From an optimization exercise on the open Yosys and OpenROAD flow, aimed at small area and a short achievable clock period; shortcuts taken in it are not production practice. At most, simulation tests tie the RTL to the original design; equivalence was not proved. The RTL of runs 7 and 8 was laid out without a check of its function. Power is estimated from default activity; no workload was simulated.

`design/flow/flow/run.sh`:
```
#!/bin/bash
# Standard ORFS layout, with plain buffers on the ports instead of the
# delay buffers buffer_ports picks by default.
set -euo pipefail
export BUFFER_PORTS_ARGS="-buffer_cell sky130_fd_sc_hd__buf_2"
bash standard.sh finish > flow_standard.log 2>&1
```
`design/flow/config.mk`:
```
export PLATFORM = sky130hd
export DESIGN_NAME = vector_sequencer
export DESIGN_NICKNAME = vector_sequencer
export VERILOG_FILES = /design/flow/design.v
export SDC_FILE = /design/flow/constraint.sdc
export NUM_CORES = 4
export LEC_CHECK = 0
export CAP_MARGIN = 20
export CORE_MARGIN = 2
export CORE_UTILIZATION = 40
export SETUP_SLACK_MARGIN = 3.0
export SLEW_MARGIN = 20
```
`design/flow/design.v`:
```
package seq_pkg;
  localparam int unsigned NrVInsn = 8;
  typedef logic [$clog2(NrVInsn)-1:0] vid_t;
  localparam int unsigned NrVRegs = 32;
  typedef logic [$clog2(NrVRegs)-1:0] vreg_t;
  typedef logic [NrVInsn-1:0] vmask_t;
  localparam vreg_t VMaskReg = vreg_t'(0);
  localparam int unsigned NrUnits = 5;
  typedef enum logic [2:0] {
    UNIT_ALU,
    UNIT_MFPU,
    UNIT_LOAD,
    UNIT_STORE,
    UNIT_SLIDE
  } unit_e;
  localparam int unsigned CntWidth = 3;
  localparam logic [NrUnits*CntWidth-1:0] UnitQueueDepth = {3'd2, 3'd2, 3'd2, 3'd4, 3'd4};
  typedef enum logic [3:0] {
    VADD       = 4'd0,
    VSUB       = 4'd1,
    VAND       = 4'd2,
    VMUL       = 4'd3,
    VFADD      = 4'd4,
    VLE        = 4'd5,
    VSE        = 4'd6,
    VSLIDEUP   = 4'd7,
    VSLIDEDOWN = 4'd8,
    VMVXS      = 4'd9
  } op_e;
  function automatic logic [2:0] unit_of(input op_e op);
    logic [2:0] sel;
    case (op)
      VADD, VSUB, VAND    : sel = UNIT_ALU;
      VMUL, VFADD         : sel = UNIT_MFPU;
      VLE                 : sel = UNIT_LOAD;
      VSE                 : sel = UNIT_STORE;
      VSLIDEUP, VSLIDEDOWN,
      VMVXS               : sel = UNIT_SLIDE;
      default             : sel = UNIT_ALU;
    endcase
    unit_of = sel;
  endfunction
  typedef struct packed {
    logic [15-$clog2(NrVRegs):0] pad;
    vreg_t                     vs1;
  } vs1_field_t;
  typedef union packed {
    vs1_field_t         vreg;
    logic signed [15:0] imm;
  } operand_u;
  typedef struct packed {
    op_e      op;
    vreg_t    vd;
    logic     use_vd;
    vreg_t    vs2;
    logic     use_vs2;
    operand_u operand;
    logic     use_vs1;
    logic     use_scalar;
    logic     vm;
  } seq_req_t;
  typedef struct packed {
    vid_t     id;
    op_e      op;
    unit_e    unit;
    vreg_t    vd;
    logic     use_vd;
    vreg_t    vs2;
    logic     use_vs2;
    operand_u operand;
    logic     use_vs1;
    logic     use_scalar;
    logic     vm;
    vmask_t   hazard_vs1;
    vmask_t   hazard_vs2;
    vmask_t   hazard_vm;
    vmask_t   hazard_vd;
  } pe_req_t;
  typedef struct packed {
    logic [31:0] resp;
    logic        error;
    logic [15:0] error_vl;
  } seq_resp_t;
endpackage
`timescale 1ns/1ps
import seq_pkg::*;
module vector_sequencer (
  input  logic                                   clk_i,
  input  logic                                   rst_ni,
  input  seq_pkg::seq_req_t                      seq_req_i,
  input  logic                                   seq_req_valid_i,
  output logic                                   seq_req_ready_o,
  output seq_pkg::seq_resp_t                     seq_resp_o,
  output logic                                   seq_resp_valid_o,
  output seq_pkg::pe_req_t                       pe_req_o,
  output logic                                   pe_req_valid_o,
  input  logic                                   pe_req_ready_i,
  input  logic [seq_pkg::NrUnits-1:0][seq_pkg::NrVInsn-1:0] pe_done_i,
  input  logic                                   addrgen_ack_i,
  input  logic                                   addrgen_error_i,
  input  logic [15:0]                            addrgen_error_vl_i,
  input  logic [31:0]                            scalar_resp_i,
  input  logic                                   scalar_resp_valid_i,
  output logic                                   scalar_resp_ready_o,
  output logic                                   seq_idle_o,
  output seq_pkg::vmask_t                        running_o,
  output logic [seq_pkg::NrVInsn-1:0][seq_pkg::NrVInsn-1:0] global_hazard_table_o
);
  logic [3:0] op;
  logic [4:0] vd, vs2, vs1;
  logic       use_vd, rd1, rd2, rdm;
  assign op     = seq_req_i[34:31];
  assign vd     = seq_req_i[30:26];
  assign use_vd = seq_req_i[25];
  assign vs2    = seq_req_i[24:20];
  assign rd2    = seq_req_i[19];
  assign vs1    = seq_req_i[7:3];
  assign rd1    = seq_req_i[2] & ~seq_req_i[1];
  assign rdm    = ~seq_req_i[0];
  logic [2:0] unit, unit_q;
  logic [3:0] op_q;
  always_comb begin
    case (op)
      4'd3, 4'd4:       unit = 3'd1;
      4'd5:             unit = 3'd2;
      4'd6:             unit = 3'd3;
      4'd7, 4'd8, 4'd9: unit = 3'd4;
      default:          unit = 3'd0;
    endcase
    case (op_q)
      4'd3, 4'd4:       unit_q = 3'd1;
      4'd5:             unit_q = 3'd2;
      4'd6:             unit_q = 3'd3;
      4'd7, 4'd8, 4'd9: unit_q = 3'd4;
      default:          unit_q = 3'd0;
    endcase
  end
  logic [7:0] running_q, done_any, nv_oh, issue_oh;
  logic [2:0] next_vid;
  logic       issue, vid_full;
  always_comb begin
    for (int i = 0; i < 8; i++) begin
      done_any[i] = pe_done_i[0][i] | pe_done_i[1][i] | pe_done_i[2][i] |
                    pe_done_i[3][i] | pe_done_i[4][i];
    end
  end
  always_comb begin
    nv_oh    = '0;
    next_vid = '0;
    for (int i = 7; i >= 0; i--) begin
      if (!running_q[i]) begin
        nv_oh    = '0;
        nv_oh[i] = 1'b1;
        next_vid = i[2:0];
      end
    end
  end
  assign vid_full = &running_q;
  assign issue_oh = issue ? nv_oh : 8'h00;
  always_ff @(posedge clk_i or negedge rst_ni) begin
    if (!rst_ni) running_q <= '0;
    else         running_q <= (running_q & ~done_any) | issue_oh;
  end
  assign running_o  = running_q;
  assign seq_idle_o = ~|running_q;
  logic [7:0][4:0] rvd_q, rs1_q, rs2_q;
  logic [7:0]      wf_q, f1_q, f2_q, fm_q;
  logic [7:0]      haz_waw, haz_war, haz_r1, haz_r2, haz_rm;
  logic [7:0]      clr_w, clr_1, clr_2, clr_m;
  always_comb begin
    for (int j = 0; j < 8; j++) begin
      haz_waw[j] = running_q[j] & wf_q[j] & (rvd_q[j] == vd);
      haz_war[j] = running_q[j] & ((f1_q[j] & (rs1_q[j] == vd)) |
                                   (f2_q[j] & (rs2_q[j] == vd)) |
                                   (fm_q[j] & (vd == 5'd0)));
      haz_r1[j]  = running_q[j] & wf_q[j] & (rvd_q[j] == vs1);
      haz_r2[j]  = running_q[j] & wf_q[j] & (rvd_q[j] == vs2);
      haz_rm[j]  = running_q[j] & wf_q[j] & (rvd_q[j] == 5'd0);
      clr_w[j] = use_vd & (rvd_q[j] == vd);
      clr_1[j] = (rd1 & (rs1_q[j] == vs1)) | (rd2 & (rs1_q[j] == vs2)) |
                 (rdm & (rs1_q[j] == 5'd0));
      clr_2[j] = (rd1 & (rs2_q[j] == vs1)) | (rd2 & (rs2_q[j] == vs2)) |
                 (rdm & (rs2_q[j] == 5'd0));
      clr_m[j] = rdm | (rd1 & (vs1 == 5'd0)) | (rd2 & (vs2 == 5'd0));
    end
  end
  logic [7:0] war, hazard_vs1, hazard_vs2, hazard_vm, hazard_vd;
  assign war        = use_vd ? haz_war : 8'h00;
  assign hazard_vd  = use_vd ? haz_waw : 8'h00;
  assign hazard_vs1 = war | (rd1 ? haz_r1 : 8'h00);
  assign hazard_vs2 = war | (rd2 ? haz_r2 : 8'h00);
  assign hazard_vm  = war | (rdm ? haz_rm : 8'h00);
  always_ff @(posedge clk_i) begin
    for (int j = 0; j < 8; j++) begin
      if (!running_q[j]) begin
        rvd_q[j] <= vd;
        rs1_q[j] <= vs1;
        rs2_q[j] <= vs2;
        wf_q[j]  <= use_vd;
        f1_q[j]  <= rd1;
        f2_q[j]  <= rd2;
        fm_q[j]  <= rdm;
      end else if (issue) begin
        if (clr_w[j]) wf_q[j] <= 1'b0;
        if (clr_1[j]) f1_q[j] <= 1'b0;
        if (clr_2[j]) f2_q[j] <= 1'b0;
        if (clr_m[j]) fm_q[j] <= 1'b0;
      end
    end
  end
  logic [7:0][7:0] tbl_q;
  logic [7:0]      haz_all;
  assign haz_all = hazard_vs1 | hazard_vs2 | hazard_vm | hazard_vd;
  always_ff @(posedge clk_i or negedge rst_ni) begin
    if (!rst_ni) begin
      tbl_q <= '0;
    end else begin
      for (int i = 0; i < 8; i++) begin
        tbl_q[i] <= (issue_oh[i] ? haz_all : tbl_q[i]) & ~done_any;
      end
    end
  end
  assign global_hazard_table_o = tbl_q;
  logic [2:0] cnt0_q, cnt1_q;
  logic [1:0] cnt2_q, cnt3_q, cnt4_q;
  logic [4:0] up, down, room;
  always_comb begin
    for (int u = 0; u < 5; u++) begin
      up[u]   = issue & (unit == 3'(u));
      down[u] = |pe_done_i[u];
    end
  end
  always_ff @(posedge clk_i or negedge rst_ni) begin
    if (!rst_ni) begin
      cnt0_q <= '0;
      cnt1_q <= '0;
      cnt2_q <= '0;
      cnt3_q <= '0;
      cnt4_q <= '0;
    end else begin
      if (up[0] != down[0]) cnt0_q <= up[0] ? cnt0_q + 3'd1 : cnt0_q - 3'd1;
      if (up[1] != down[1]) cnt1_q <= up[1] ? cnt1_q + 3'd1 : cnt1_q - 3'd1;
      if (up[2] != down[2]) cnt2_q <= up[2] ? cnt2_q + 2'd1 : cnt2_q - 2'd1;
      if (up[3] != down[3]) cnt3_q <= up[3] ? cnt3_q + 2'd1 : cnt3_q - 2'd1;
      if (up[4] != down[4]) cnt4_q <= up[4] ? cnt4_q + 2'd1 : cnt4_q - 2'd1;
    end
  end
  assign room = {~cnt4_q[1], ~cnt3_q[1], ~cnt2_q[1], ~cnt1_q[2], ~cnt0_q[2]};
  logic wait_mem_q, wait_scal_q, idle_st, stalled, no_vec_src, blocked;
  logic is_mem, is_scal, pe_valid_q;
  assign idle_st    = ~wait_mem_q & ~wait_scal_q;
  assign stalled    = pe_valid_q & ~pe_req_ready_i;
  assign no_vec_src = ~rd1 & ~rd2 & ~rdm;
  assign blocked    = no_vec_src & use_vd & |(haz_war | haz_waw);
  assign is_mem     = (op == 4'd5) | (op == 4'd6);
  assign is_scal    = (op == 4'd9);
  assign issue = idle_st & seq_req_valid_i & ~stalled & ~vid_full &
                 room[unit] & ~blocked;
  logic mem_done, scal_done;
  assign mem_done  = wait_mem_q & addrgen_ack_i;
  assign scal_done = wait_scal_q & scalar_resp_valid_i;
  always_comb begin
    if (idle_st) seq_req_ready_o = seq_req_valid_i ? (issue & ~is_mem & ~is_scal) : ~stalled;
    else         seq_req_ready_o = mem_done | scal_done;
  end
  assign seq_resp_valid_o    = mem_done | scal_done;
  assign scalar_resp_ready_o = scal_done;
  assign seq_resp_o.resp     = wait_scal_q ? scalar_resp_i : 32'd0;
  assign seq_resp_o.error    = wait_mem_q & addrgen_error_i;
  assign seq_resp_o.error_vl = wait_mem_q ? addrgen_error_vl_i : 16'd0;
  always_ff @(posedge clk_i or negedge rst_ni) begin
    if (!rst_ni) begin
      wait_mem_q  <= 1'b0;
      wait_scal_q <= 1'b0;
      pe_valid_q  <= 1'b0;
    end else begin
      wait_mem_q  <= (wait_mem_q & ~addrgen_ack_i) | (issue & is_mem);
      wait_scal_q <= (wait_scal_q & ~scalar_resp_valid_i) | (issue & is_scal);
      pe_valid_q  <= stalled | issue;
    end
  end
  assign pe_req_valid_o = pe_valid_q;
  logic [2:0]  id_q;
  logic [30:0] fields_q;
  logic [31:0] haz_q;
  always_ff @(posedge clk_i) begin
    if (!stalled) begin
      id_q     <= next_vid;
      op_q     <= op;
      fields_q <= seq_req_i[30:0];
      haz_q    <= {hazard_vs1, hazard_vs2, hazard_vm, hazard_vd};
    end
  end
  assign pe_req_o = {id_q, op_q, unit_q, fields_q, haz_q};
endmodule
```
`design/flow/constraint.sdc`:
```
create_clock -name core_clock -period 9.0 [get_ports {clk_i}]
set_input_delay 1.8000 -clock core_clock [delete_from_list [all_inputs] [get_ports {clk_i}]]
set_output_delay 1.8000 -clock core_clock [all_outputs]
set_load 0.01 [all_outputs]
```
`design/flow/standard.sh`:
```
#!/bin/bash
# synth_recipe.tcl (not shown) runs the flow's synth.tcl, then flattens the netlist and writes it again
# the make line also repeats each setting of config.mk as NAME=value (left out here)
make -C /OpenROAD-flow-scripts/flow DESIGN_CONFIG=/design/flow/config.mk WORK_HOME=/design/flow/orfs CLKGATE_MAP_FILE= SYNTH_SCRIPT=/design/flow/synth_recipe.tcl "${@:-finish}"
```
==> impl_metrics.ini, run 1 <==
[status]
outcome = finished clean

[floorplan]
die_y_um = 209
rows = 75
die-area_sq_um = 43600
ios = 329
start_util = 0.403
die_w_um = 209
core_sq_um = 41700

[flow_run]
max-cap-violations = 0

[route]
vias = 13385
drt_pass1_iterations = 5
via_per_inst = 5.59
postRouteAntennaNets = 0
routedWlPerCell_um = 23.3
drc_errors = 0
routed_wl_mm = 55.7
drt_iter0_markers = 1147

[synth]
ys.warnings.count = 1
synth.distinct_cells = 54
synthFlopType = edfxtp_1
async_reset_ff_frac = 0.282
syn-cell-area_sq_um = 16800
ys_ff_latch = 309
avgSynthCellArea_sq_um = 11.2
synth_edf_count = 222
syn_inst = 1504
synth_seq_area_share = 0.527

[placement]
io_buffers = 328
dp_hpwl_mm = 37.4
dpl_worst_slack_ps = 2030
place.gp.congestion = 0.944

[cts]
clock_latency_ps = 560
path_clk_slew_ps = 60
clock_path_buffers = 3
cts_buffers = 37
htreeDepth = 2
cts_tree = built
clock_sinks = 309
clockRootBuffer = clkbuf_16

[finish]
drive_gt1_frac = 0.242
final_nets = 1959
num-fill-cells = 3792
area_delta_synth_final_pct = 20.9
n_antenna_cell = 0

[sta]
hold_viol_final = 0
finalCritPeriodShare = 0.651
max_slew_margin = 0.285
rsz0062_at_grt = false
worstMarginPinSlew_ps = 1060
whs_ps = 477
skew_ps = 16.1
slew_violations = 0
period_needed_ps = 5860
fmax_mhz = 171
setup_viol = 0
setup_ws_ps = 3140
final.setup.tns_ps = 0

[grt]
grt_pass1_vias = 13412
grt-ovfl-total = 0
grt_max_degree = 62
grtUsageTotal = 0.251
grt_pass1_wl_mm = 83.3
antenna_found_initial = 1

[setup_path]
path_max_fanout = 26
slowest_delay_ps = 460
required_ps = 7200
critPathBufInv = 2
crit_path_start = seq_req_i[28]
end_kind = primary output
cp.arrival_ps = 4060
path_common_cell = and3_1
cp_cell_sequence = buf_8 -> xor2_1 -> nor3_1 -> and3_1 -> a2111oi_0 -> and3_1 -> a31o_2 -> nand2_8 -> o21ai_2 -> buf_2
slowest_stage = a2111oi_0
worstSetupStartpointType = input port
r2r-start = running_q[1]
crit_family = compound AO/OA/AOI/OAI gates
critPathKind = input port to primary output

[worst_hold_path]
min_path_type = flip-flop to flip-flop
hold_start = cnt3_q[1]

[power]
p_leak_uw = 0.00872
peakVddDrop_mv = 0.146
cellPowerDensity_nw_per_um2 = 196
[cells in the final DEF (no fill, tap or decap), types with 42 or more instances in the layout]
cell type / instances
buf_2: 322
edfxtp_1: 222
xor2_1: 213
xnor2_1: 148
nand2_1: 133
dfrtp_1: 87
nor2_1: 80
nor4_1: 68
and2_1: 58
nand3_1: 54
mux2i_1: 52
clkbuf_16: 42
[synth_stat cells, drive strengths merged (25+ instances only)]
library cell | n | area [sq um]
mux2i | 52 | 521
nor3 | 27 | 146
nand3 | 58 | 310
o21ai | 46 | 230
nand2 | 134 | 510
nand4 | 28 | 175
xnor2 | 148 | 1300
buf | 33 | 269
xor2 | 213 | 1870
or4 | 25 | 191
nor4 | 70 | 438
nor2 | 82 | 313
edfxtp | 222 | 6670
clkbuf | 57 | 214
and2 | 58 | 363
dfrtp | 87 | 2180
a21oi | 31 | 155
[cell families after synthesis]
kind of cell | Yosys count | synth area share
muxes | 56 | 0.0337
adders and majority gates | 2 | 0.00194
and+or+nand+nor | 531 | 0.165
xor gates and xnor gates | 361 | 0.188
AOI/OAI and AO/OA | 141 | 0.0519
DFF | 309 | 0.527
buffers and inverters | 104 | 0.0319
[final cells by class]
type                       count  area [sq um]  share of cell area
clock inverter                11          60.1             0.00296
multi-input combinational   1092          7460               0.368
clock buffer                  57          1130              0.0556
inverter                      14          52.6             0.00259
tap                          539           674              0.0332
sequential                   309          8840               0.436
timing repair buffer         373          2070               0.102
[power by group]
group,switching (uW),internal [uW]
combinational,400,271
clock,603,866
sequential,125,1700
[through the flow]
stage          instances  cell area [sq um]  utilization  total power (uW)
3_5_place_dp        2321              18900        0.455              2510
5_1_grt             2395              20300        0.487              4120
6_report            2395              20300        0.487              3970
3_3_place_gp        2321              18900        0.455              2490
2_1_floorplan       1504              16800            -              2240
4_1_cts             2392              20200        0.485              3990
[what timing repair did]
action,in CTS,in global routing
hold buffers,0,0
hold endpoints to repair,0,0
pin swaps,2,2
endpoints found under the setup margin,1,1
cloned,0,1
buffers inserted,3,2
resized for setup,20,12
[flip-flops by register name, indices dropped and copies added, names as in the netlist, 4 cells and up]
signal     flops
rvd_q         40
fields_q      31
op_q           4
rs1_q         40
running_q      8
wf_q           8
rs2_q         40
f2_q           8
f1_q           8
fm_q           8
tbl_q         64
haz_q         32
[final timing paths]
| kind | end | slack (ps) | cells after the start |
|---|---|---|---|
| setup reg to reg | wf_q[5] | 5240 | 9 |
| setup / recovery | seq_req_ready_o | 3140 | 10 |
| hold / removal | cnt3_q[1] | 480 | 1 |
| min in group asynchronous | tbl_q[18] | 1160 | 1 |
| hold reg to reg | cnt3_q[1] | 480 | 1 |
| max in group asynchronous | cnt0_q[0] | 6730 | 2 |
[metal layers]
layer | track usage | part of all wire | vias to the layer above
li1 | - | - | 5994
met1 | 0.341 | 0.43 | 6702
met4 | 0.0791 | 0.023 | 2
met5 | 0 | 0.00030 | -
met2 | 0.404 | 0.47 | 595
met3 | 0.0532 | 0.075 | 92
==> inputs of run 2 (changes only) <==
--- a/design/flow/config.mk
+++ b/design/flow/config.mk
@@ -9,4 +9,4 @@
 export CORE_MARGIN = 2
 export CORE_UTILIZATION = 40
-export SETUP_SLACK_MARGIN = 3.0
+export SETUP_SLACK_MARGIN = 3.6
 export SLEW_MARGIN = 20
==> run 2 against run 1 <==
Net effect: synthesized cell count unchanged; clock power about the same; sequential share of layout area down 0.96 points; combinational power up 2%; die area unchanged; clock-buffer cell count down 5; cell count up 0.46%; sequential power about the same.
==> impl_metrics.ini, run 2 <==
[status]
outcome = finished clean

[grt]
grtUsageTotal = 0.251
grt_max_degree = 57
grt_pass1_vias = 13276
grt-ovfl-total = 0
antenna_found_initial = 0
grt_pass1_wl_mm = 83.0

[floorplan]
core_sq_um = 41700
start_util = 0.403
rows = 75
ios = 329
die-area_sq_um = 43600
die_w_um = 209
die_y_um = 209

[cts]
clock_path_buffers = 3
clock_sinks = 309
cts_buffers = 36
htreeDepth = 2
clock_latency_ps = 550
cts_hold_buf = 0
clockRootBuffer = clkbuf_16
cts_tree = built
path_clk_slew_ps = 60

[setup_path]
slowest_delay_ps = 540
reg2reg_depth = 10
end_kind = primary output
r2r_end = wf_q[5]
cp_cell_sequence = buf_16 -> or4_4 -> nor2_4 -> buf_6 -> nand3_1 -> nand3_1 -> nor3b_2 -> a31o_4 -> nand2_8 -> o21ai_4 -> buf_6
required_ps = 7200
worstSetupStartpointType = input port
cp.arrival_ps = 3680
crit_family = simple AND/OR/NAND/NOR gates
r2r-start = running_q[0]
path_max_fanout = 5
slowest_stage = or4_4
critPathKind = input port to primary output
r2r_slack_ps = 5220
critPathBufInv = 3

[flow_run]
max-cap-violations = 0

[route]
drc_errors = 0
drt_iter0_markers = 1201
via_per_inst = 5.55
routed_wl_mm = 55.7
drt_pass1_iterations = 5
postRouteAntennaNets = 0
vias = 13349
routedWlPerCell_um = 23.1

[finish]
final_nets = 1972
layout.cells.most_common = buf_2
drive_gt1_frac = 0.264
n_antenna_cell = 0
most-common-layout-cells = buf_2 (321), edfxtp_1 (222), xor2_1 (209)
num-fill-cells = 3789
final-seq-area_sq_um = 8840
area_delta_synth_final_pct = 23.7
largest_reg_flops = 64
multi_input_area_sq_um = 7670

[sta]
setup_ws_ps = 3520
worstMarginPinSlew_ps = 1210
rsz0062_at_grt = true
final.setup.tns_ps = 0
setup_viol = 0
fmax_mhz = 182
hold_viol_final = 0
skew_ps = 14.0
max_slew_margin = 0.185
whs_ps = 476
period_needed_ps = 5480
slew_violations = 0
finalCritPeriodShare = 0.609

[worst_hold_path]
hold_start = cnt3_q[1]
min_path_type = flip-flop to flip-flop
holdPathEnd = cnt3_q[1]
whs_path_depth = 1

[synth]
synth_top_area_share = 0.397
synth.largest_area_cell = edfxtp_1
syn_inst = 1504
ys_ff_latch = 309
netlist_top_cells_area = edfxtp_1 (40%), dfrtp_1 (13%), xor2_1 (11%)
synth.most_common_cell = edfxtp_1
async_reset_ff_frac = 0.282
synth_edf_count = 222
ys.warnings.count = 1
synthFlopType = edfxtp_1
syn-cell-area_sq_um = 16800
synth_seq_area_share = 0.527
synth_commonest_cells = edfxtp_1 (222), xor2_1 (213), xnor2_1 (148), nand2_1 (133), dfrtp_1 (87)
avgSynthCellArea_sq_um = 11.2
synth.distinct_cells = 54

[placement]
dp_hpwl_mm = 36.0
io_buffers = 328
place.gp.congestion = 0.840
dpl_worst_slack_ps = 2160

[power]
p_leak_uw = 0.00892
cellPowerDensity_nw_per_um2 = 192
peakVddDrop_mv = 0.147
==> run 2: worst max-delay path by stage <==
| stage | cells past startpoint | slack (ps) | to | from |
|---|---|---|---|---|
| 3_3_place_gp | 11 | 2310 | seq_req_ready_o | seq_req_i[30] |
| 2_1_floorplan | 11 | 3580 | seq_req_ready_o | seq_req_i[30] |
| 3_5_place_dp | 10 | 2160 | seq_req_ready_o | seq_req_i[29] |
| 6_report | 11 | 3520 | seq_req_ready_o | seq_req_i[30] |
| 5_1_grt | 11 | 3480 | seq_req_ready_o | seq_req_i[28] |
| 4_1_cts | 10 | 3490 | seq_req_ready_o | seq_req_i[28] |
==> run 2: cells by family (layout without fill, tap and decap cells) <==
kind of cell,Yosys count,count (layout),share of synthesized area
flops,309,309,0.527
compound gates,141,141,0.0519
xor+xnor,361,361,0.188
fa+ha+maj,2,2,0.00194
buf+inv,104,466,0.0319
mux,56,56,0.0337
simple gates,531,532,0.165
==> run 2: routing by layer <==
layer,part of all wire,GRT usage,wire [um]
met1,0.42,0.339,23600
met2,0.48,0.419,26700
met3,0.077,0.0436,4280
met4,0.020,0.0667,1090
met5,0,0,0
==> run 2: final cells by class <==
class,count,area share
inverter,14,0.00253
clock buffer,52,0.0505
clock inverter,13,0.00627
timing repair buffer,387,0.112
multi-input combinational,1092,0.370
sequential,309,0.426
tap,539,0.0325
==> run 2: what timing repair did <==
action | CTS | global route
buffers inserted | 13 | 5
pin swaps | 6 | 15
endpoints found under the setup margin | 1 | 1
gates resized for setup | 44 | 25
cloned | 4 | 1
==> run 2: power by group <==
part           switching [uW]  internal (uW)  total, uW
combinational             397            288        686
sequential                132           1700       1830
clock                     592            869       1460
total                    1120           2860       3980
==> run 2: stage by stage <==
stage | cells | area [sq um] | power (uW) | utilization
global placement | 2318 | 18900 | 2480 | 0.454
global route | 2406 | 20700 | 4140 | 0.498
floorplan | 1504 | 16800 | 2240 | -
finish | 2406 | 20700 | 3980 | 0.498
CTS | 2400 | 20500 | 3990 | 0.493
detailed placement | 2318 | 18900 | 2500 | 0.455
==> run 2: worst reg2reg max path: cells and delay by family, from the launching register on <==
kind / cells / cell delay [ps]
and+or+nand+nor: 5 / 1310
AOI/OAI and AO/OA: 3 / 1100
DFF: 1 / 690
buffers and inverters: 2 / 310
==> inputs of run 3 (changes only) <==
--- a/design/flow/config.mk
+++ b/design/flow/config.mk
@@ -9,4 +9,4 @@
 export CORE_MARGIN = 2
 export CORE_UTILIZATION = 40
-export SETUP_SLACK_MARGIN = 3.6
+export SETUP_SLACK_MARGIN = 4.2
 export SLEW_MARGIN = 20
==> run 3 against run 2 <==
Net effect: still clean on timing, DRC and antenna; core utilization unchanged; clock power hardly changed; sequential power is essentially flat; first-iteration DRC count is the same; register-to-register slack is essentially flat; critical path type unchanged.
==> impl_metrics.ini, run 3 <==
[status]
outcome = finished clean

[floorplan]
rows = 75
start_util = 0.403
ios = 329
die_y_um = 209
die_w_um = 209
core_sq_um = 41700
die-area_sq_um = 43600

[finish]
layout.cells.most_common = buf_2
fin_area_sq_um = 20700
area_delta_synth_final_pct = 23.7
n_antenna_cell = 0
drive_gt1_frac = 0.264
most-common-layout-cells = buf_2 (321), edfxtp_1 (222), xor2_1 (209)
final_core_util = 0.498
final_nets = 1972
largest_reg_flops = 64
num-fill-cells = 3789

[route]
drc_errors = 0
routed_wl_mm = 55.7
drt_pass1_iterations = 5
drt_iter0_markers = 1201
vias = 13349
via_per_inst = 5.55
routedWlPerCell_um = 23.1
postRouteAntennaNets = 0

[synth]
avgSynthCellArea_sq_um = 11.2
synthFlopType = edfxtp_1
synth.most_common_cell = edfxtp_1
synth_top_area_share = 0.397
ys.warnings.count = 1
syn-cell-area_sq_um = 16800
ys_ff_latch = 309
syn_inst = 1504
synth.distinct_cells = 54
synth_seq_area_share = 0.527
synth_edf_count = 222
synth_commonest_cells = edfxtp_1 (222), xor2_1 (213), xnor2_1 (148), nand2_1 (133), dfrtp_1 (87)
netlist_top_cells_area = edfxtp_1 (40%), dfrtp_1 (13%), xor2_1 (11%)
synth.largest_area_cell = edfxtp_1
async_reset_ff_frac = 0.282

[cts]
path_clk_slew_ps = 60
cts_buffers = 36
clock_path_buffers = 3
cts_tree = built
htreeDepth = 2
clockRootBuffer = clkbuf_16
cts_hold_buf = 0
clock_latency_ps = 550
clock_sinks = 309

[setup_path]
r2r_slack_ps = 5220
required_ps = 7200
path_max_fanout = 5
worstSetupStartpointType = input port
critPathKind = input port to primary output
cp.arrival_ps = 3680
r2r_end = wf_q[5]
reg2reg_depth = 10
r2r-start = running_q[0]
end_kind = primary output

[sta]
slew_violations = 0
setup_viol = 0
period_needed_ps = 5480
final.setup.tns_ps = 0
worstMarginPinSlew_ps = 1210
whs_ps = 476
skew_ps = 14.0
finalCritPeriodShare = 0.609
fmax_mhz = 182
hold_viol_final = 0
max_slew_margin = 0.185
rsz0062_at_grt = true

[grt]
grt_max_degree = 57
grt-ovfl-total = 0
grt_pass1_wl_mm = 83.0
grtUsageTotal = 0.251
antenna_found_initial = 0
grt_pass1_vias = 13276

[power]
cellPowerDensity_nw_per_um2 = 192
p_leak_uw = 0.00892
peakVddDrop_mv = 0.147

[worst_hold_path]
holdPathEnd = cnt3_q[1]
min_path_type = flip-flop to flip-flop
whs_path_depth = 1
hold_start = cnt3_q[1]

[placement]
io_buffers = 328
place.gp.congestion = 0.840
dp_hpwl_mm = 36.0
post_dp_cell_area_sq_um = 18900

[flow_run]
max-cap-violations = 0
run 3: cell counts after synthesis:
Identical to the previous run, type by type.
run 3: report_power, final:
group	total (uW)	internal, uW	switching [uW]
logic	686	288	397
clock network	1460	869	592
registers	1830	1700	132
run 3: per-stage QoR:
step | total power (uW) | setup WS (ps) | instances
after floorplan | 2240 | 3580 | 1504
after global placement | 2480 | 2310 | 2318
after detailed placement | 2500 | 2160 | 2318
after CTS | 3990 | 3490 | 2400
after global routing | 4140 | 3480 | 2406
final | 3980 | 3520 | 2406
run 3: cells by family (layout without fill, tap and decap cells):
group / Yosys count / after routing / synth area share
XOR/XNOR: 361 / 361 / 0.188
multiplexers: 56 / 56 / 0.0337
AND/OR/NAND/NOR: 531 / 532 / 0.165
adder cells (fa/ha/maj): 2 / 2 / 0.00194
buffers and inverters: 104 / 466 / 0.0319
AO/OA/AOI/OAI: 141 / 141 / 0.0519
flip-flops: 309 / 309 / 0.527
run 3: worst max-delay path: stages:
cell	delay, ps
buf_16	120
or4_4	540
nor2_4	130
buf_6	140
nand3_1	100
nand3_1	230
nor3b_2	90
a31o_4	260
nand2_8	70
o21ai_4	60
buf_6	130
run 3: routing by layer:
layer,global-route usage,up-vias,routed length [um]
met1,0.339,6642,23600
met3,0.0436,90,4280
met4,0.0667,0,1090
met5,0,-,0
li1,-,6022,-
met2,0.419,595,26700
run 3: worst max path at each step:
stage,depth (start not counted),slack (ps),endpoint,startpoint
after floorplan,11,3580,seq_req_ready_o,seq_req_i[30]
after CTS,10,3490,seq_req_ready_o,seq_req_i[28]
after global routing,11,3480,seq_req_ready_o,seq_req_i[28]
after detailed placement,10,2160,seq_req_ready_o,seq_req_i[29]
final,11,3520,seq_req_ready_o,seq_req_i[30]
after global placement,11,2310,seq_req_ready_o,seq_req_i[30]
run 3: layout make-up:
cell class / instances / area, sq um / area share
sequential: 309 / 8840 / 0.426
inverter: 14 / 52.6 / 0.00253
tap: 539 / 674 / 0.0325
clock buffer: 52 / 1050 / 0.0505
multi-input combinational: 1092 / 7670 / 0.370
timing repair buffer: 387 / 2330 / 0.112
clock inverter: 13 / 130 / 0.00627
run 3: what timing repair did:
item	4_1_cts	5_1_grt
setup buffers	13	5
hold endpoints to repair	0	0
setup endpoints to repair	91	1
gates resized for setup	44	25
cloned	4	1
pin swaps	6	15
==> inputs of run 4 (changes only) <==
--- a/design/flow/config.mk
+++ b/design/flow/config.mk
@@ -9,4 +9,5 @@
 export CORE_MARGIN = 2
 export CORE_UTILIZATION = 40
-export SETUP_SLACK_MARGIN = 4.2
+export CTS_BUF_LIST = sky130_fd_sc_hd__clkbuf_8
+export SETUP_SLACK_MARGIN = 3.6
 export SLEW_MARGIN = 20
==> run 4 against run 3 <==
Net effect: still clean; clock power shrank 9.6%; first-iteration DRC count grew 3.4%; combinational power grew 2%; critical path depth is the same; critical endpoint unchanged; largest cell class unchanged.
==> impl_metrics.ini, run 4 <==
[cts]
clock_latency_ps = 650
clock_path_buffers = 3
cts_buffers = 55
path_clk_slew_ps = 60
htreeDepth = 2
clockRootBuffer = clkbuf_8
clock_sinks = 309
cts_tree = built

[worst_hold_path]
whs_path_depth = 1
hold_start = cnt2_q[1]
min_path_type = flip-flop to flip-flop
holdPathEnd = cnt2_q[1]

[route]
drt_iter0_markers = 1242
postRouteAntennaNets = 0
vias = 13660
via_per_inst = 5.56
drc_errors = 0
routedWlPerCell_um = 23.2
routed_wl_mm = 57.1
drt_pass1_iterations = 7

[setup_path]
path_max_fanout = 5
r2r_end = wf_q[5]
r2r_slack_ps = 5110
cp.arrival_ps = 3660
required_ps = 7200
r2r-start = running_q[0]
critPathKind = input port to primary output
reg2reg_depth = 11
end_kind = primary output
worstSetupStartpointType = input port

[grt]
grt_pass1_vias = 13543
grtUsageTotal = 0.253
antenna_found_initial = 2
grt_pass1_wl_mm = 83.8
grt-ovfl-total = 0
grt_max_degree = 57

[placement]
dp.cells = 2318
dp_hpwl_mm = 36.0
post_dp_cell_area_sq_um = 18900
dpl_worst_slack_ps = 2160
place.gp.congestion = 0.840
io_buffers = 328

[finish]
num-fill-cells = 3785
final-seq-area_sq_um = 8840
most-common-layout-cells = buf_2 (321), edfxtp_1 (222), xor2_1 (209)
drive_gt1_frac = 0.278
final_core_util = 0.503
multi_input_area_sq_um = 7710
layout.cells.most_common = buf_2
area_delta_synth_final_pct = 25.0
largest_reg_flops = 64
fin_area_sq_um = 21000
fin_cells = 2457
final_nets = 2004

[sta]
skew_ps = 23.0
setup_ws_ps = 3540
rsz0062_at_grt = true
setup_viol = 0
fmax_mhz = 183
slew_violations = 0
hold_viol_final = 0
finalCritPeriodShare = 0.606
worstMarginPinSlew_ps = 1180
period_needed_ps = 5460
max_slew_margin = 0.204
final.setup.tns_ps = 0

[synth]
synth.distinct_cells = 54
syn_inst = 1504
avgSynthCellArea_sq_um = 11.2
async_reset_ff_frac = 0.282
synth_top_area_share = 0.397
synth_seq_area_share = 0.527
synthFlopType = edfxtp_1
synth.most_common_cell = edfxtp_1
ys.warnings.count = 1
netlist_top_cells_area = edfxtp_1 (40%), dfrtp_1 (13%), xor2_1 (11%)
synth_commonest_cells = edfxtp_1 (222), xor2_1 (213), xnor2_1 (148), nand2_1 (133), dfrtp_1 (87)
synth.largest_area_cell = edfxtp_1
syn-cell-area_sq_um = 16800
synth_edf_count = 222
ys_ff_latch = 309

[floorplan]
rows = 75
die_w_um = 209
core_sq_um = 41700
ios = 329
start_util = 0.403
die_y_um = 209
die-area_sq_um = 43600

[power]
peakVddDrop_mv = 0.113
cellPowerDensity_nw_per_um2 = 184
p_leak_uw = 0.00912

[flow_run]
max-cap-violations = 0

[status]
outcome = finished clean
## run 4: cell counts after synthesis
No cell type changed its count.
## run 4: timing repair
action / CTS / global route
gates resized for setup: 64 / 23
pin swaps: 15 / 14
setup endpoints to repair: 1 / 1
cloned: 5 / 4
hold buffers: 0 / 0
setup buffers: 15 / 12
## run 4: cell type report
class                           instances  share of cell area
Timing Repair Buffer                  400               0.123
Clock buffer                           58              0.0381
Sequential cell                       309               0.422
Antenna cell                            2            0.000239
Multi-Input combinational cell       1092               0.368
Clock inverter                         43              0.0143
Tap cell                              539              0.0322
Inverter                               14             0.00251
## run 4: kinds of logic (layout without fill, tap and decap cells)
family	after synthesis	count (layout)	synth area share
AND/OR/NAND/NOR	531	532	0.165
XOR/XNOR	361	361	0.188
flip-flops	309	309	0.527
AO/OA/AOI/OAI	141	141	0.0519
buffers and inverters	104	515	0.0319
multiplexers	56	56	0.0337
adder cells (fa/ha/maj)	2	2	0.00194
other	0	2	0
## run 4: how the worst max path moves through the flow
stage	startpoint	cells past startpoint	endpoint	slack (ps)
after floorplan	seq_req_i[30]	11	seq_req_ready_o	3580
after global placement	seq_req_i[30]	11	seq_req_ready_o	2310
after detailed placement	seq_req_i[29]	10	seq_req_ready_o	2160
after CTS	seq_req_i[28]	11	seq_req_ready_o	3550
after global routing	seq_req_i[26]	11	seq_req_ready_o	3510
final	seq_req_i[28]	11	seq_req_ready_o	3540
## run 4: through the flow
stage,hold slack (ps),power (uW)
floorplan,441,2240
global placement,469,2480
detailed placement,466,2500
CTS,482,3870
global route,509,4020
finish,478,3860
## run 4: layer usage
metal	wire (um)	global-route usage
met1	23600	0.339
met5	0	0
met3	4660	0.0418
met2	27500	0.418
met4	1330	0.0887
## run 4: critical path: stages
cell and delay, ps:
buf_16 120, or4_4 540, nor2_4 110, buf_6 140
a32oi_2 60, o21ai_2 250, nor4_4 90, a31o_4 270
nand2_8 70, o21ai_4 60, buf_6 130
## run 4: where the power goes
part           internal [uW]  leakage, uW  switching, uW
clock network            714     0.000599            606
logic                    301      0.00496            401
registers               1700      0.00356            132
total                   2720      0.00912           1140
==> inputs of run 5 (changes only) <==
==> design/flow/flow/run.sh (replaced) <==
#!/bin/bash
# Standard ORFS layout, with plain buffers on the ports instead of the
# delay buffers buffer_ports picks by default.
set -euo pipefail
export BUFFER_PORTS_ARGS="-buffer_cell sky130_fd_sc_hd__buf_1"
bash standard.sh finish > flow_standard.log 2>&1
--- a/design/flow/config.mk
+++ b/design/flow/config.mk
@@ -9,5 +9,5 @@
 export CORE_MARGIN = 2
 export CORE_UTILIZATION = 40
-export CTS_BUF_LIST = sky130_fd_sc_hd__clkbuf_8
+export CTS_BUF_LIST = sky130_fd_sc_hd__clkbuf_4
 export SETUP_SLACK_MARGIN = 3.6
 export SLEW_MARGIN = 20
==> run 5 against run 4 <==
Net effect: power unchanged; wire length decreased by 1.3%; synthesized cell count unchanged; first-iteration DRC count decreased by 15%; sequential share of layout area increased by 1.4 points; non-clock buffer count decreased by 4; cell area decreased by 3.3%; flip-flop and latch count unchanged; cell count increased by 2.1%.
==> impl_metrics.ini, run 5 <==
[cts]
clock_path_buffers = 3
path_clk_slew_ps = 60
clock_latency_ps = 780
clock_sinks = 309
cts_buffers = 86
htreeDepth = 3
cts_tree = built
clockRootBuffer = clkbuf_4
cts_hold_buf = 0

[finish]
largest_reg_flops = 64
drive_gt1_frac = 0.135
layout.cells.most_common = buf_1
fin_cells = 2508
most-common-layout-cells = buf_1 (310), edfxtp_1 (222), xor2_1 (213)
final_core_util = 0.487
area_delta_synth_final_pct = 20.9
final_nets = 2031
fin_area_sq_um = 20300
num-fill-cells = 3846

[synth]
synth_simple_gate_area_frac = 0.165
syn_inst = 1504
netlist_top_cells_area = edfxtp_1 (40%), dfrtp_1 (13%), xor2_1 (11%)
syn-cell-area_sq_um = 16800
synth.most_common_cell = edfxtp_1
synth_compound_area_frac = 0.0519
async_reset_ff_frac = 0.282
synth_commonest_cells = edfxtp_1 (222), xor2_1 (213), xnor2_1 (148), nand2_1 (133), dfrtp_1 (87)
avgSynthCellArea_sq_um = 11.2
synth-xor-area-share = 0.188
synth.largest_area_cell = edfxtp_1
synth_edf_count = 222
synthFlopType = edfxtp_1
synth_adder_area_share = 0.00194
synth.distinct_cells = 54
ys_ff_latch = 309
synth_mux_area_frac = 0.0337
synth_top_area_share = 0.397
synth_top_family_by_area = XOR/XNOR gates
ys.warnings.count = 1
synth_seq_area_share = 0.527

[route]
postRouteAntennaNets = 0
drt_pass1_iterations = 11
via_per_inst = 5.50
wl_met2_mm = 26.7
m1WireLength_mm = 23.8
drt_iter0_markers = 1057
vias = 13797
met3_length_mm = 4.13
highest_layer = met4
routed_wl_mm = 56.3
routedWlPerCell_um = 22.5
drc_errors = 0

[placement]
dp_hpwl_mm = 37.0
post_dp_cell_area_sq_um = 18600
io_buffers = 328
dp.cells = 2325
place.gp.congestion = 0.867

[floorplan]
core_sq_um = 41700
ios = 329
die_y_um = 209
start_util = 0.403
die_w_um = 209
rows = 75
die-area_sq_um = 43600

[power]
p_leak_uw = 0.00793
p_int_uw = 2710
pwr-share-comb = 0.172
switching_power_uw = 1140
seq_power_share = 0.474
cellPowerDensity_nw_per_um2 = 190
clkPwrFrac = 0.353
peakVddDrop_mv = 0.111
switching_share = 0.297

[setup_path]
crit_path_start = seq_req_i[28]
critPathBufInv = 3
path_common_cell = and3_1
critPathKind = input port to primary output
required_ps = 7200
path_max_fanout = 5
crit_family = compound AO/OA/AOI/OAI gates
r2r-start = running_q[1]
r2r_slack_ps = 5400
worstSetupStartpointType = input port
end_kind = primary output
slowest_stage = a2111oi_0
slowest_delay_ps = 370
cp.arrival_ps = 3770
cp_cell_sequence = clkbuf_16 -> buf_4 -> xor2_1 -> nor3_1 -> and3_1 -> a2111oi_0 -> and3_1 -> a31o_4 -> nand2_8 -> o21ai_4 -> buf_2

[grt]
antenna_found_initial = 1
grt_pass1_wl_mm = 84.5
grt-ovfl-total = 0
grtUsageTotal = 0.256
grt_pass1_vias = 13824
grt_max_degree = 55

[sta]
skew_ps = 37.6
rsz0062_at_grt = true
final.setup.tns_ps = 0
fmax_mhz = 180
period_needed_ps = 5570
slew_violations = 0
worstMarginPinSlew_ps = 972
setup_viol = 0
max_slew_margin = 0.347
whs_ps = 477
finalCritPeriodShare = 0.619
hold_viol_final = 0

[flow_run]
max-cap-violations = 0

[worst_hold_path]
min_path_type = flip-flop to flip-flop
hold_start = cnt2_q[1]

[status]
outcome = finished clean
run 5: cell counts after synthesis:
No cell type changed its count.
run 5: path summary, 6_finish.rpt:
kind / endpoint / cells after the start
min: cnt2_q[1] / 1
max: seq_req_ready_o / 11
min in group asynchronous: pe_valid_q / 1
max in group asynchronous: tbl_q[33] / 2
min reg2reg: cnt2_q[1] / 1
max reg2reg: wf_q[7] / 9
run 5: power groups by stage:
| stage | logic, uW | clock network, uW | registers (uW) |
|---|---|---|---|
| 5_1_grt | 720 | 1470 | 1850 |
| 3_3_place_gp | 617 | 0 | 1850 |
| 2_1_floorplan | 392 | 0 | 1850 |
| 6_report | 665 | 1360 | 1830 |
| 3_5_place_dp | 635 | 0 | 1860 |
| 4_1_cts | 665 | 1390 | 1830 |
run 5: worst register-to-register path: cells and delay by family (launching register included):
| family | cells | cell delay (ps) |
|---|---|---|
| flip-flops | 1 | 360 |
| AO/OA/AOI/OAI | 3 | 980 |
| AND/OR/NAND/NOR | 2 | 760 |
| buffers and inverters | 4 | 1150 |
run 5: kinds of logic after synthesis:
group	after synthesis
AOI/OAI and AO/OA	141
xor gates and xnor gates	361
adders and majority gates	2
buffers and inverters	104
DFF	309
muxes	56
and+or+nand+nor	531
run 5: area by class of cell:
cell class | count | area, sq um | share of cell area
Sequential cell | 309 | 8840 | 0.436
Multi-Input combinational cell | 1092 | 7560 | 0.373
Timing Repair Buffer | 396 | 1970 | 0.0971
Clock buffer | 131 | 983 | 0.0485
Tap cell | 539 | 674 | 0.0333
Clock inverter | 26 | 189 | 0.00932
Inverter | 14 | 52.6 | 0.00259
Antenna cell | 1 | 2.50 | 0.000123
run 5: through the flow:
stage	total power [uW]	setup WS, ps
2_1_floorplan	2240	3580
3_3_place_gp	2470	2240
3_5_place_dp	2490	2210
4_1_cts	3890	3500
5_1_grt	4040	3400
6_report	3860	3430
run 5: what timing repair did:
| item | CTS | global route |
|---|---|---|
| endpoints found under the setup margin | 1 | 1 |
| setup buffers | 20 | 0 |
| gates cloned | 5 | 0 |
| gates resized for setup | 46 | 5 |
| pin swaps | 7 | 0 |
run 5: layer usage:
metal  vias to the layer above  GRT usage
li1                       6199          -
met1                      6815      0.337
met2                       656      0.419
met3                       127     0.0476
met4                         0     0.0983
met5                         -          0
==> inputs of run 6 (changes only) <==
==> design/flow/run.sh (new file) <==
#!/bin/bash
# synth_recipe.tcl (not shown) runs the flow's synth.tcl, then flattens the netlist and writes it again
# the make line also repeats each setting of config.mk as NAME=value (left out here)
make -C /OpenROAD-flow-scripts/flow DESIGN_CONFIG=/design/flow/config.mk WORK_HOME=/design/flow/orfs CLKGATE_MAP_FILE= SYNTH_SCRIPT=/design/flow/synth_recipe.tcl finish
--- a/design/flow/config.mk
+++ b/design/flow/config.mk
@@ -9,5 +9,3 @@
 export CORE_MARGIN = 2
 export CORE_UTILIZATION = 40
-export CTS_BUF_LIST = sky130_fd_sc_hd__clkbuf_4
-export SETUP_SLACK_MARGIN = 3.6
 export SLEW_MARGIN = 20
removed: design/flow/flow/run.sh
removed: design/flow/standard.sh
==> run 6 against run 5 <==
Net effect: global-route usage shrank 0.19 points; register-to-register slack lost 400 ps; clock skew is 3.7 ps lower; synthesized area unchanged; die area stayed put; critical endpoint unchanged; still clean on timing, DRC and antenna.
==> impl_metrics.ini, run 6 <==
[grt]
grt-ovfl-total = 0
antenna_found_initial = 0
grt_max_degree = 56
use_met3 = 0.0544
grt_use_met2 = 0.416
grtUsageTotal = 0.254
gr-usage-met1 = 0.336
top_usage_layer = met2
grt_pass1_wl_mm = 83.9
grt_pass1_vias = 13205

[cts]
clock_latency_ps = 550
clockRootBuffer = clkbuf_16
cts_tree = built
clock_path_buffers = 3
cts_resized = 0
cts_hold_buf = 0
path_clk_slew_ps = 50
cts_buffers = 35
clock_sinks = 309
htreeDepth = 2
post_cts_buffers = 0

[placement]
place.gp.congestion = 0.877
dp_hpwl_mm = 38.2
io_buffers = 328
post_dp_cell_area_sq_um = 20500
dpl_worst_slack_ps = 1680

[finish]
area_delta_synth_final_pct = 28.6
final_core_util = 0.518
final_nets = 1954
layout.cells.most_common = clkdlybuf4s50_1
final-seq-area_sq_um = 8840
most-common-layout-cells = clkdlybuf4s50_1 (312), edfxtp_1 (222), xor2_1 (213)
num-fill-cells = 3680
multi_input_area_sq_um = 7410
n_antenna_cell = 0
drive_gt1_frac = 0.0671
largest_reg_flops = 64
fin_area_sq_um = 21600

[route]
drt_iter0_markers = 1003
routedWlPerCell_um = 23.5
drc_errors = 0
via_per_inst = 5.51
postRouteAntennaNets = 0
drt_pass1_iterations = 5
vias = 13142
routed_wl_mm = 56.1

[power]
clkPwrFrac = 0.345
cellPowerDensity_nw_per_um2 = 182
p_int_uw = 2820
pwr-share-comb = 0.190
seq_power_share = 0.465
peakVddDrop_mv = 0.144
switching_share = 0.281
switching_power_uw = 1100
p_leak_uw = 0.00829

[sta]
whs_ps = 476
setup_viol = 0
skew_ps = 33.9
max_slew_margin = 0.269
worstMarginPinSlew_ps = 1090
fmax_mhz = 136
slew_violations = 0
rsz0062_at_grt = false
finalCritPeriodShare = 0.817
final.setup.tns_ps = 0
hold_viol_final = 0
period_needed_ps = 7360
setup_ws_ps = 1640

[setup_path]
critPathKind = input port to primary output
worstSetupStartpointType = input port
end_kind = primary output
required_ps = 7200
cp.arrival_ps = 5560
path_max_fanout = 28
reg2reg_depth = 7
r2r_slack_ps = 5000

[synth]
synth_commonest_cells = edfxtp_1 (222), xor2_1 (213), xnor2_1 (148), nand2_1 (133), dfrtp_1 (87)
synth_adder_area_share = 0.00194
synth_seq_area_share = 0.527
synth-xor-area-share = 0.188
synth_top_area_share = 0.397
synth.largest_area_cell = edfxtp_1
synth_top_family_by_area = XOR/XNOR gates
avgSynthCellArea_sq_um = 11.2
netlist_top_cells_area = edfxtp_1 (40%), dfrtp_1 (13%), xor2_1 (11%)
synthFlopType = edfxtp_1
syn_inst = 1504
ys_ff_latch = 309
synth_mux_area_frac = 0.0337
synth.distinct_cells = 54
async_reset_ff_frac = 0.282
synth_compound_area_frac = 0.0519
synth_edf_count = 222
synth.most_common_cell = edfxtp_1
syn-cell-area_sq_um = 16800
synth_simple_gate_area_frac = 0.165
ys.warnings.count = 1

[floorplan]
start_util = 0.403
die_w_um = 209
core_sq_um = 41700
die-area_sq_um = 43600
die_y_um = 209
rows = 75
ios = 329

[worst_hold_path]
whs_path_depth = 1
min_path_type = flip-flop to flip-flop

[status]
outcome = finished clean

[flow_run]
max-cap-violations = 0
==> run 6: kinds of logic (layout without fill, tap and decap cells) <==
group           count (synthesis)  after routing
mux                            56             56
flops                         309            309
xor+xnor                      361            361
fa+ha+maj                       2              2
simple gates                  531            531
buf+inv                       104            447
compound gates                141            141
==> run 6: worst paths after layout <==
path,startpoint,endpoint
min in group asynchronous,rst_ni,tbl_q[18]
hold reg to reg,cnt3_q[1],cnt3_q[1]
setup reg to reg,running_q[6],tbl_q[54]
setup / recovery,seq_req_i[29],seq_req_ready_o
max in group asynchronous,rst_ni,cnt1_q[1]
hold / removal,cnt3_q[1],cnt3_q[1]
==> run 6: critical path, cell delays in order <==
cell	delay, ps
buf_2	530
buf_4	350
xor2_1	180
nor4_1	70
a32oi_1	180
o21ai_0	150
nor4_1	450
a31o_1	540
nand2_4	360
o21ai_0	340
clkdlybuf4s50_1	580
==> run 6: cell type report <==
| class | instances | area share |
|---|---|---|
| Timing Repair Buffer | 371 | 0.164 |
| Clock inverter | 18 | 0.00603 |
| Tap cell | 539 | 0.0313 |
| Multi-Input combinational cell | 1091 | 0.344 |
| Clock buffer | 44 | 0.0432 |
| Inverter | 14 | 0.00244 |
| Sequential cell | 309 | 0.410 |
==> run 6: power groups by stage <==
stage / sequential, uW / clock (uW) / combinational (uW)
after floorplan: 1850 / 0 / 384
after global placement: 1850 / 0 / 736
after detailed placement: 1850 / 0 / 748
after CTS: 1830 / 1380 / 752
after global routing: 1840 / 1430 / 805
final: 1830 / 1350 / 746
==> run 6: metal layers <==
layer  vias to the layer above  wire length (um)
met1                      6478             24000
met2                       588             26200
met5                         -                 0
met4                         0              1410
li1                       5980                 -
met3                        96              4480
==> run 6: stage by stage <==
step                total power, uW  instances
floorplan                      2240       1504
global placement               2590       2324
detailed placement             2600       2324
CTS                            3960       2386
global route                   4070       2386
finish                         3930       2386
==> inputs of run 7 (changes only) <==
--- a/design/flow/design.v
+++ b/design/flow/design.v
@@ -212,10 +212,13 @@
   logic [7:0]      haz_all;
   assign haz_all = hazard_vs1 | hazard_vs2 | hazard_vm | hazard_vd;
-  always_ff @(posedge clk_i or negedge rst_ni) begin
-    if (!rst_ni) begin
-      tbl_q <= '0;
-    end else begin
-      for (int i = 0; i < 8; i++) begin
-        tbl_q[i] <= (issue_oh[i] ? haz_all : tbl_q[i]) & ~done_any;
+  for (genvar i = 0; i < 8; i++) begin : gen_tbl_row
+    for (genvar j = 0; j < 8; j++) begin : gen_tbl_col
+      if (i == j) begin : gen_diag
+        assign tbl_q[i][j] = 1'b0;
+      end else begin : gen_bit
+        always_ff @(posedge clk_i or negedge rst_ni) begin
+          if (!rst_ni) tbl_q[i][j] <= 1'b0;
+          else         tbl_q[i][j] <= (issue_oh[i] ? haz_all[j] : tbl_q[i][j]) & ~done_any[j];
+        end
       end
     end
==> design/flow/flow/run.sh (new file) <==
#!/bin/bash
# Standard ORFS layout, with plain buffers on the ports instead of the
# delay buffers buffer_ports picks by default.
set -euo pipefail
export BUFFER_PORTS_ARGS="-buffer_cell sky130_fd_sc_hd__buf_1"
bash standard.sh finish > flow_standard.log 2>&1
==> design/flow/standard.sh (new file) <==
#!/bin/bash
# synth_recipe.tcl (not shown) runs the flow's synth.tcl, then flattens the netlist and writes it again
# the make line also repeats each setting of config.mk as NAME=value (left out here)
make -C /OpenROAD-flow-scripts/flow DESIGN_CONFIG=/design/flow/config.mk WORK_HOME=/design/flow/orfs CLKGATE_MAP_FILE= SYNTH_SCRIPT=/design/flow/synth_recipe.tcl "${@:-finish}"
--- a/design/flow/config.mk
+++ b/design/flow/config.mk
@@ -9,3 +9,7 @@
 export CORE_MARGIN = 2
 export CORE_UTILIZATION = 40
+export CTS_BUF_LIST = sky130_fd_sc_hd__clkbuf_16
+export CTS_CLUSTER_DIAMETER = 60
+export CTS_CLUSTER_SIZE = 30
+export SETUP_SLACK_MARGIN = 3.6
 export SLEW_MARGIN = 20
removed: design/flow/run.sh
==> run 7 against run 6 <==
Net effect: hold slack worse by 5.3 ps; wire length fell by 6.6%; cell count fell by 1.3%; combinational power increased by 6.8%; flip-flop and latch count decreased by 8; non-clock buffer count increased by 7; critical path depth did not move; core utilization fell by 3.0 points; critical path type unchanged; via count down 0.69%; clock power grew 4%; synthesized cell count decreased by 1.2%; synthesized area fell by 0.98%.
==> impl_metrics.ini, run 7 <==
[status]
outcome = finished clean

[sta]
finalCritPeriodShare = 0.610
final.setup.tns_ps = 0
fmax_mhz = 182
period_needed_ps = 5490
setup_viol = 0
worstMarginPinSlew_ps = 1070
max_slew_margin = 0.288
slew_violations = 0
hold_viol_final = 0
skew_ps = 37.1
rsz0062_at_grt = true

[flow_run]
max-cap-violations = 0

[synth]
synth_commonest_cells = xor2_1 (234), edfxtp_1 (222), xnor2_1 (129), nand2_1 (111), dfrtp_1 (79)
synth_top_family_by_area = XOR/XNOR gates
avgSynthCellArea_sq_um = 11.2
netlist_top_cells_area = edfxtp_1 (40%), xor2_1 (12%), dfrtp_1 (12%)
synth_simple_gate_area_frac = 0.165
syn-cell-area_sq_um = 16600
ys.warnings.count = 8
synth.distinct_cells = 57
synthFlopType = edfxtp_1
async_reset_ff_frac = 0.262
synth_seq_area_share = 0.520
synth_mux_area_frac = 0.0219
ys_ff_latch = 301
synth_edf_count = 222
synth.most_common_cell = xor2_1
syn_inst = 1486
synth_adder_area_share = 0.00218
synth_top_area_share = 0.401
synth_compound_area_frac = 0.0629
synth.largest_area_cell = edfxtp_1
synth-xor-area-share = 0.191

[floorplan]
ios = 329
core_sq_um = 40900
die-area_sq_um = 43200
start_util = 0.406
die_y_um = 208
die_w_um = 208
rows = 74

[power]
cellPowerDensity_nw_per_um2 = 205
peakVddDrop_mv = 0.140
p_leak_uw = 0.00746

[setup_path]
worstSetupStartpointType = input port
cp.arrival_ps = 3690
slowest_stage = nor4_1
cp_cell_sequence = clkbuf_4 -> buf_12 -> buf_4 -> xor2_1 -> nor4_1 -> nand4_1 -> o21ai_2 -> nor4_4 -> a31oi_4 -> o21ai_4 -> buf_6
r2r_slack_ps = 4790
critPathBufInv = 4
path_max_fanout = 8
end_kind = primary output
critPathKind = input port to primary output
slowest_delay_ps = 330
crit_family = simple AND/OR/NAND/NOR gates
required_ps = 7200

[route]
vias = 13051
drc_errors = 0
postRouteAntennaNets = 0
met3_length_mm = 3.79
via_per_inst = 5.54
drt_pass1_iterations = 5
wl_met2_mm = 24.5
drt_iter0_markers = 1145
routed_wl_mm = 52.4
routedWlPerCell_um = 22.2
highest_layer = met4
m1WireLength_mm = 22.6

[cts]
htreeDepth = 1
clockRootBuffer = clkbuf_16
clock_sinks = 301
clock_latency_ps = 600
cts_tree = built
cts_buffers = 31
path_clk_slew_ps = 60
clock_path_buffers = 3

[finish]
largest_reg_flops = 56
area_delta_synth_final_pct = 20.1
fin_cells = 2355
multi_input_area_sq_um = 7530
layout.cells.most_common = buf_1
final-seq-area_sq_um = 8640
num-fill-cells = 3709
n_antenna_cell = 0
final_nets = 1930
final_core_util = 0.487
most-common-layout-cells = buf_1 (299), xor2_1 (234), edfxtp_1 (222)
drive_gt1_frac = 0.0971

[grt]
grt_pass1_wl_mm = 78.9
grt_max_degree = 77
grt-ovfl-total = 0
grt_pass1_vias = 12818
antenna_found_initial = 0
grtUsageTotal = 0.234

[placement]
place.gp.congestion = 0.847
io_buffers = 320
dp.cells = 2271
dp_hpwl_mm = 32.4

[worst_hold_path]
min_path_type = flip-flop to flip-flop
[run 7: changes by cell type in the layout (fill, tap and decap cells not counted), moves of 9 or more]
cell / before / now
clkdlybuf4s50_1: 312 / 0
buf_1: 0 / 299
nand2_1: 133 / 111
nor2_1: 80 / 58
xor2_1: 213 / 234
mux2i_1: 52 / 33
xnor2_1: 148 / 129
buf_2: 15 / 2
clkbuf_2: 0 / 13
o21ai_0: 45 / 34
o21ai_1: 1 / 11
nand3_1: 54 / 63
[run 7: metal layers]
metal / up-vias / GRT usage
met5: - / 0
met4: 0 / 0.0778
met3: 106 / 0.0330
met2: 573 / 0.383
met1: 6449 / 0.321
li1: 5923 / -
[run 7: layout make-up]
| cell class | instances | share of cell area |
|---|---|---|
| Inverter | 15 | 0.00282 |
| Tap cell | 532 | 0.0334 |
| Sequential cell | 301 | 0.433 |
| Timing Repair Buffer | 378 | 0.0965 |
| Multi-Input combinational cell | 1071 | 0.378 |
| Clock inverter | 26 | 0.0161 |
| Clock buffer | 32 | 0.0402 |
[run 7: what timing repair did]
action | CTS | global route
gates resized for setup | 42 | 1
endpoints found under the setup margin | 1 | 1
gates cloned | 4 | 0
hold buffers | 0 | 0
buffers inserted | 21 | 0
pin swaps | 16 | 2
[run 7: final timing paths]
path,start,cells after the start,to
min in group asynchronous,rst_ni,1,global_hazard_table_o[40]
max in group asynchronous,rst_ni,3,cnt0_q[1]
min reg2reg,cnt3_q[1],1,cnt3_q[1]
min,cnt3_q[1],1,cnt3_q[1]
max reg2reg,running_q[5],14,cnt1_q[2]
max,seq_req_i[29],11,seq_req_ready_o
[run 7: where the power goes]
part	internal, uW	switching (uW)
registers	1710	171
logic	312	485
clock network	732	667
[run 7: through the flow]
step | hold slack, ps | area [sq um] | worst slack (ps) | power (uW)
5_1_grt | 486 | 19900 | 3420 | 4260
3_3_place_gp | 460 | 18300 | 2950 | 2650
2_1_floorplan | 441 | 16700 | 3560 | 2400
6_report | 471 | 19900 | 3510 | 4080
4_1_cts | 476 | 19900 | 3510 | 4110
3_5_place_dp | 460 | 18300 | 2900 | 2670
[run 7: kinds of logic (layout without fill, tap and decap cells)]
kind of cell | Yosys count | after routing
simple gates | 502 | 502
xor+xnor | 363 | 363
flops | 301 | 301
compound gates | 159 | 159
buf+inv | 121 | 451
mux | 36 | 36
fa+ha+maj | 3 | 3
other cells | 1 | 8
==> inputs of run 8 (changes only) <==
--- a/design/flow/config.mk
+++ b/design/flow/config.mk
@@ -9,7 +9,7 @@
 export CORE_MARGIN = 2
 export CORE_UTILIZATION = 40
-export CTS_BUF_LIST = sky130_fd_sc_hd__clkbuf_16
-export CTS_CLUSTER_DIAMETER = 60
-export CTS_CLUSTER_SIZE = 30
+export CTS_BUF_LIST = sky130_fd_sc_hd__clkbuf_8
+export CTS_CLUSTER_DIAMETER = 50
+export CTS_CLUSTER_SIZE = 20
 export SETUP_SLACK_MARGIN = 3.6
 export SLEW_MARGIN = 20
==> run 8 against run 7 <==
Net effect: sequential share of layout area up 0.68 points; core utilization decreased by 0.76 points; maximum frequency is 0.19% higher; largest cell class unchanged; power down 7.7%; still clean on timing, DRC and antenna.
==> impl_metrics.ini, run 8 <==
[cts]
path_clk_slew_ps = 80
clock_latency_ps = 630
clock_sinks = 301
cts_hold_buf = 0
htreeDepth = 2
clock_path_buffers = 3
clockRootBuffer = clkbuf_8
cts_tree = built
cts_buffers = 37

[finish]
drive_gt1_frac = 0.101
fin_area_sq_um = 19600
final_core_util = 0.480
area_delta_synth_final_pct = 18.2
n_antenna_cell = 0
num-fill-cells = 3738
final-seq-area_sq_um = 8640
most-common-layout-cells = buf_1 (299), xor2_1 (234), edfxtp_1 (222)
multi_input_area_sq_um = 7530
largest_reg_flops = 56
final_nets = 1936
layout.cells.most_common = buf_1

[grt]
antenna_found_initial = 0
grt_max_degree = 77
grt-ovfl-total = 0
grt_pass1_wl_mm = 78.6
grtUsageTotal = 0.236
grt_pass1_vias = 12817

[placement]
io_buffers = 320
post_dp_cell_area_sq_um = 18300
dpl_worst_slack_ps = 2900
place.gp.congestion = 0.847
dp_hpwl_mm = 32.4

[floorplan]
die_w_um = 208
die_y_um = 208
die-area_sq_um = 43200
rows = 74
ios = 329
core_sq_um = 40900
start_util = 0.406

[synth]
synth_edf_count = 222
syn_inst = 1486
ys.warnings.count = 8
ys_ff_latch = 301
synthFlopType = edfxtp_1
synth.most_common_cell = xor2_1
syn-cell-area_sq_um = 16600
synth_commonest_cells = xor2_1 (234), edfxtp_1 (222), xnor2_1 (129), nand2_1 (111), dfrtp_1 (79)
synth.largest_area_cell = edfxtp_1
synth_seq_area_share = 0.520
async_reset_ff_frac = 0.262
synth.distinct_cells = 57
avgSynthCellArea_sq_um = 11.2
netlist_top_cells_area = edfxtp_1 (40%), xor2_1 (12%), dfrtp_1 (12%)
synth_top_area_share = 0.401

[status]
outcome = finished clean

[sta]
setup_viol = 0
max_slew_margin = 0.267
skew_ps = 56.3
finalCritPeriodShare = 0.609
worstMarginPinSlew_ps = 1090
rsz0062_at_grt = true
setup_ws_ps = 3520
final.setup.tns_ps = 0
slew_violations = 0
period_needed_ps = 5480
fmax_mhz = 183
hold_viol_final = 0

[route]
routed_wl_mm = 52.4
via_per_inst = 5.53
drt_iter0_markers = 1335
postRouteAntennaNets = 0
drt_pass1_iterations = 7
vias = 13084
routedWlPerCell_um = 22.2
drc_errors = 0

[worst_hold_path]
hold_start = cnt3_q[1]
min_path_type = flip-flop to flip-flop

[setup_path]
critPathKind = input port to primary output
crit_path_start = seq_req_i[28]
end_kind = primary output
worstSetupStartpointType = input port
required_ps = 7200
path_max_fanout = 8
r2r-start = running_q[5]
cp.arrival_ps = 3680

[power]
cellPowerDensity_nw_per_um2 = 192
peakVddDrop_mv = 0.117
p_leak_uw = 0.00731

[flow_run]
max-cap-violations = 0
run 8: metrics by stage:
stage	hold WS [ps]	cells	power, uW
floorplan	441	1493	2400
global placement	460	2271	2650
detailed placement	460	2271	2670
CTS	478	2363	3790
global route	492	2364	3940
finish	474	2364	3770
run 8: final timing paths:
path | to | slack, ps | cells past startpoint
hold reg to reg | cnt3_q[1] | 470 | 1
hold / removal | cnt3_q[1] | 470 | 1
min in group asynchronous | global_hazard_table_o[40] | 980 | 1
setup reg to reg | cnt1_q[2] | 4760 | 14
max in group asynchronous | cnt0_q[1] | 7200 | 3
setup / recovery | seq_req_ready_o | 3520 | 10
run 8: area by class of cell:
class / count / share of cell area
Sequential cell: 301 / 0.440
Multi-Input combinational cell: 1071 / 0.384
Timing Repair Buffer: 378 / 0.0980
Tap cell: 532 / 0.0339
Clock buffer: 37 / 0.0259
Clock inverter: 30 / 0.0154
Inverter: 15 / 0.00287
run 8: cell families (layout without fill, tap and decap cells):
family	after synthesis	in the layout	synth area share
compound gates	159	159	0.0629
fa+ha+maj	3	3	0.00218
other cells	1	8	0.000226
buf+inv	121	460	0.0363
xor+xnor	363	363	0.191
simple gates	502	502	0.165
flops	301	301	0.520
mux	36	36	0.0219
run 8: critical path: stages:
cell	delay, ps
clkbuf_16	140
buf_12	130
or4_4	540
nor2_4	230
a32oi_1	90
o21ai_2	240
nor4_4	70
a31oi_4	230
o21ai_4	70
buf_6	130
run 8: what timing repair did:
action                     CTS  global route
setup buffers               21             0
resized for setup           42             1
cloned                       4             0
pin swaps                   16             2
setup endpoints to repair    1             1
run 8: where the power goes:
part	switching [uW]	internal (uW)
registers	172	1710
logic	485	312
clock network	621	465
run 8: metal layers:
| layer | track usage | vias up | wire [um] | share of wire |
|---|---|---|---|---|
| met5 | 0 | - | 0 | 0 |
| met4 | 0.0964 | 0 | 1600 | 0.031 |
| met3 | 0.0404 | 104 | 3900 | 0.074 |
| met2 | 0.379 | 608 | 24400 | 0.47 |
| met1 | 0.316 | 6442 | 22500 | 0.43 |
| li1 | - | 5930 | - | - |

==> re-timing with driven ports <==
The results above use ideal ports. As a check the final layouts listed here were re-extracted and re-timed, cells and wires unchanged. Step 1 (the two cells are an assumption about what drives the block):
set clk [get_ports {clk_i}]
set_driving_cell -lib_cell sky130_fd_sc_hd__clkbuf_16 $clk
set_driving_cell -lib_cell sky130_fd_sc_hd__buf_2 [delete_from_list [all_inputs] $clk]
Step 2 moves the port delays by t, midway between the first and last clock arrival at a register: inputs arrive t later, outputs are due t later. That takes back most of the time a late clock gives input paths. a / b / c = ideal ports / drivers / drivers and shift; a / b = the first two.
run | shift t [ns] | setup WS [ns] | hold WS [ns] | latest minus earliest clock arrival (ns) | slew at the worst register clock pin (ns)
run 1 | 0.597 | 3.137 / 3.083 / 3.083 | 0.477 / 0.477 / 0.477 | 0.017 / 0.017 | 0.07 / 0.07
run 2 | 0.599 | 3.518 / 3.395 / 3.395 | 0.476 / 0.476 / 0.476 | 0.015 / 0.015 | 0.06 / 0.06
run 3 | 0.599 | 3.518 / 3.395 / 3.395 | 0.476 / 0.476 / 0.476 | 0.015 / 0.015 | 0.06 / 0.06
run 4 | 0.688 | 3.543 / 3.380 / 3.380 | 0.478 / 0.478 / 0.478 | 0.023 / 0.023 | 0.07 / 0.07
run 5 | 0.810 | 3.431 / 3.287 / 3.287 | 0.477 / 0.477 / 0.477 | 0.037 / 0.037 | 0.08 / 0.08
run 6 | 0.591 | 1.643 / 1.621 / 1.621 | 0.476 / 0.476 / 0.476 | 0.038 / 0.037 | 0.06 / 0.06
run 7 | 0.630 | 3.510 / 3.482 / 3.482 | 0.471 / 0.471 / 0.471 | 0.038 / 0.038 | 0.09 / 0.09
run 8 | 0.650 | 3.521 / 3.474 / 3.474 | 0.474 / 0.474 / 0.474 | 0.057 / 0.056 | 0.11 / 0.11
After both steps every run listed still meets setup and hold. The setup slack of run 4, which loses most, moves by -0.163 ns with the drivers and by -0.163 ns with both steps.
